Context: an optimization exercise on an open-source flow, tuned for small area, a short achievable clock period and few clock cycles. The choices shown serve that exercise and are no tape-out recipe. At most, simulation tests tie the RTL to the original design; equivalence was not proved.

## conv_layer_top
module conv_layer_top (
  input  wire                                 clk,
  input  wire                                 reset,
  input  wire                                 ld_req,
  input  wire [4-1:0]              ld_addr,
  input  wire [4*16-1:0]  ld_data,
  input  wire                                 start_req,
  input  wire [4-1:0]              rd_addr,
  output logic                                ld_ack,
  output logic                                start_ack,
  output logic [4*16-1:0] rd_data
);
Settings: LEC_CHECK=0, ABC_CLOCK_PERIOD_IN_PS=4000, CAP_MARGIN=20, CORE_MARGIN=2, CORE_UTILIZATION=40, CTS_BUF_LIST=sky130_fd_sc_hd__clkbuf_8 sky130_fd_sc_hd__clkbuf_16, CTS_CLUSTER_DIAMETER=60, CTS_CLUSTER_SIZE=20, PLACE_DENSITY=0.6, SETUP_SLACK_MARGIN=5, SLEW_MARGIN=20; clock period 11.0 ns.
standard.sh (not shown) runs the stock make flow with config.mk's settings and CLKGATE_MAP_FILE= SYNTH_SCRIPT=/design/flow/synth_recipe.tcl, a recipe that flattens the netlist after the stock synthesis.
==> flow/flow/run.sh <==
#!/bin/bash
set -euo pipefail
MARGIN=7.3
export BUFFER_PORTS_ARGS="-buffer_cell sky130_fd_sc_hd__buf_4"
sed -e "s/ SETUP_SLACK_MARGIN=[0-9.]*//" -e "s/ \"\${@:-finish}\"/ SETUP_SLACK_MARGIN=${MARGIN} \"\${@:-finish}\"/" standard.sh > standard_margin.sh
grep -q "SETUP_SLACK_MARGIN=${MARGIN}" standard_margin.sh
bash standard_margin.sh > standard.log 2>&1
Testbench counts at the start, summed over its fixed seeds: cycles 3,264.
Edit:
--- a/flow/flow/run.sh
+++ b/flow/flow/run.sh
@@ -3 +3 @@
-MARGIN=7.3
+MARGIN=7.5
Result: Utilization rises by 1.1 points; global-route usage hardly moves; cell area rises by 2.3%; die area stays the same; worst setup slack degrades by 0.10 ns.

* * *

conv_layer_top, a different RTL version from the one above (not shown whole).
Size in the first run: ~2900 flip-flops, ~0.12 mm2 of cells after synthesis.
Settings: LEC_CHECK=0, ABC_CLOCK_PERIOD_IN_PS=4000, CAP_MARGIN=20, CORE_MARGIN=2, CORE_UTILIZATION=40, CTS_BUF_LIST=sky130_fd_sc_hd__clkbuf_8 sky130_fd_sc_hd__clkbuf_16, CTS_CLUSTER_DIAMETER=60, CTS_CLUSTER_SIZE=20, PLACE_DENSITY=0.6, SETUP_SLACK_MARGIN=5, SLEW_MARGIN=20; clock period 11.0 ns.
==> flow/flow/run.sh <==
#!/bin/bash
set -euo pipefail
MARGIN=7.15
export BUFFER_PORTS_ARGS="-buffer_cell sky130_fd_sc_hd__buf_4"
sed -e "s/ SETUP_SLACK_MARGIN=[0-9.]*//" -e "s/ \"\${@:-finish}\"/ SETUP_SLACK_MARGIN=${MARGIN} \"\${@:-finish}\"/" standard.sh > standard_margin.sh
grep -q "SETUP_SLACK_MARGIN=${MARGIN}" standard_margin.sh
bash standard_margin.sh > standard.log 2>&1
The baseline produced a clean layout.
Testbench counts at the start, summed over its fixed seeds: cycles 3,264.
Change:
--- a/flow/flow/run.sh
+++ b/flow/flow/run.sh
@@ -3 +3 @@
-MARGIN=7.15
+MARGIN=7
Critical path depth rises by 1; utilization falls by 0.56 points; worst hold slack gets worse by 0.0078 ns.

* * *

## before
conv_layer_top, a different RTL version from the one above (not shown whole).
Size: roughly 8800 cells after synthesis, roughly 140 I/O pins, roughly 130000 um^2 of cells after synthesis.
==> flow/config.mk <==
export PLATFORM = sky130hd
export DESIGN_NAME = conv_layer_top
export DESIGN_NICKNAME = conv_layer_top
export VERILOG_FILES = /design/flow/design.v
export SDC_FILE = /design/flow/constraint.sdc
export NUM_CORES = 4
export LEC_CHECK = 0
export ABC_CLOCK_PERIOD_IN_PS = 4000
export CAP_MARGIN = 20
export CORE_MARGIN = 2
export CORE_UTILIZATION = 40
export CTS_BUF_LIST = sky130_fd_sc_hd__clkbuf_4 sky130_fd_sc_hd__clkbuf_8
export PLACE_DENSITY = 0.6
export SETUP_SLACK_MARGIN = 5
export SLEW_MARGIN = 20
==> flow/constraint.sdc <==
create_clock -name core_clock -period 11.0 [get_ports {clk}]
set_input_delay 2.2000 -clock core_clock [delete_from_list [all_inputs] [get_ports {clk}]]
set_output_delay 2.2000 -clock core_clock [all_outputs]
set_load 0.01 [all_outputs]
==> flow/flow/run.sh <==
#!/bin/bash
set -euo pipefail
MARGIN=7
sed -e "s/ SETUP_SLACK_MARGIN=[0-9.]*//" -e "s/ \"\${@:-finish}\"/ SETUP_SLACK_MARGIN=${MARGIN} \"\${@:-finish}\"/" standard.sh > standard_margin.sh
grep -q "SETUP_SLACK_MARGIN=${MARGIN}" standard_margin.sh
bash standard_margin.sh > standard.log 2>&1
diff inputs: before => after
diff --git a/flow/flow/run.sh b/flow/flow/run.sh
--- a/flow/flow/run.sh
+++ b/flow/flow/run.sh
@@ -3 +3 @@
-MARGIN=7
+MARGIN=8
[summary]
Comparing before and after, worst slew margin relative to its limit is lower on before. Worst path setup slack after routing, before and after: higher on after. | all-layer global routing usage | lower: before |. Detailed-routed wire length on met3, before and after: higher on after.
Function was not checked in any run of this note: the RTL went through the layout flow alone.

* * *

Another version of the RTL of conv_layer_top (not shown whole).
Size: ~8,300 cells after synthesis, ~140 I/O pins, ~120,000 µm² of cells after synthesis.
Settings: LEC_CHECK=0, ABC_CLOCK_PERIOD_IN_PS=4000, CAP_MARGIN=20, CORE_MARGIN=2, CORE_UTILIZATION=60, CTS_BUF_LIST=sky130_fd_sc_hd__clkbuf_8 sky130_fd_sc_hd__clkbuf_16, CTS_CLUSTER_DIAMETER=60, CTS_CLUSTER_SIZE=20, PLACE_DENSITY=0.72, SETUP_SLACK_MARGIN=5, SLEW_MARGIN=20; clock period 11.0 ns.
==> flow/flow/run.sh <==
#!/bin/bash
set -euo pipefail
MARGIN=7
export BUFFER_PORTS_ARGS="-buffer_cell sky130_fd_sc_hd__buf_4"
sed -e "s/ SETUP_SLACK_MARGIN=[0-9.]*//" -e "s/ \"\${@:-finish}\"/ SETUP_SLACK_MARGIN=${MARGIN} \"\${@:-finish}\"/" standard.sh > standard_margin.sh
grep -q "SETUP_SLACK_MARGIN=${MARGIN}" standard_margin.sh
bash standard_margin.sh > standard.log 2>&1
The starting point completed without violations.
Testbench counts at the start, summed over its fixed seeds: cycles 3,264.
Then changed:
--- a/flow/flow/run.sh
+++ b/flow/flow/run.sh
@@ -3,3 +3,2 @@
 MARGIN=7
-export BUFFER_PORTS_ARGS="-buffer_cell sky130_fd_sc_hd__buf_4"
 sed -e "s/ SETUP_SLACK_MARGIN=[0-9.]*//" -e "s/ \"\${@:-finish}\"/ SETUP_SLACK_MARGIN=${MARGIN} \"\${@:-finish}\"/" standard.sh > standard_margin.sh
CORE_UTILIZATION = 40   (was 60)
PLACE_DENSITY = 0.6   (was 0.72)
Result: Cell count increases by 13%; routed wire length came out higher by 6.3%; worst setup slack gets better by 0.050 ns; die area came out higher by 50%.

## re-timing with driven ports
The flow's constraints put no driver on any port. The routed layouts listed below were extracted and timed again, unchanged, in two steps.
Step 1: set_driving_cell puts a clkbuf_16 on clk and a buf_2 on each other input, an assumption about the parent block.
Step 2 also shifts input and output timing later by t, the mid clock arrival at the registers, as if the neighbouring blocks saw the same clock.
a / b / c = ideal / step 1 / step 2; a / b = the first two.
run | shift t [ns] | setup slack, ns | hold WS [ns] | worst data-port slew with drivers (ns)
the first run of note 1 | 0.996 | 7.157 / 7.119 / 6.123 | 0.330 / 0.330 / 0.330 | 0.15
the second run of note 1 | 0.995 | 7.054 / 7.070 / 6.075 | 0.329 / 0.329 / 0.329 | 0.12
the first run of note 2 | 0.996 | 6.884 / 6.884 / 6.180 | 0.329 / 0.329 / 0.329 | 0.07
the second run of note 2 | 1.005 | 6.906 / 6.906 / 6.012 | 0.322 / 0.322 / 0.322 | 0.08
before | 1.176 | 7.019 / 6.931 / 5.804 | 0.273 / 0.273 / 0.273 | 0.21
after | 1.127 | 7.089 / 6.994 / 6.155 | 0.288 / 0.288 / 0.288 | 0.22
the first run of note 4 | 0.964 | 6.935 / 6.945 / 6.009 | 0.331 / 0.331 / 0.331 | 0.09
the second run of note 4 | 1.007 | 6.985 / 6.936 / 5.929 | 0.328 / 0.328 / 0.328 | 0.18
After both steps every run listed still meets setup and hold. For before, which loses most, drivers alone change the setup slack by -0.088 ns; drivers and shift together by -1.215 ns.
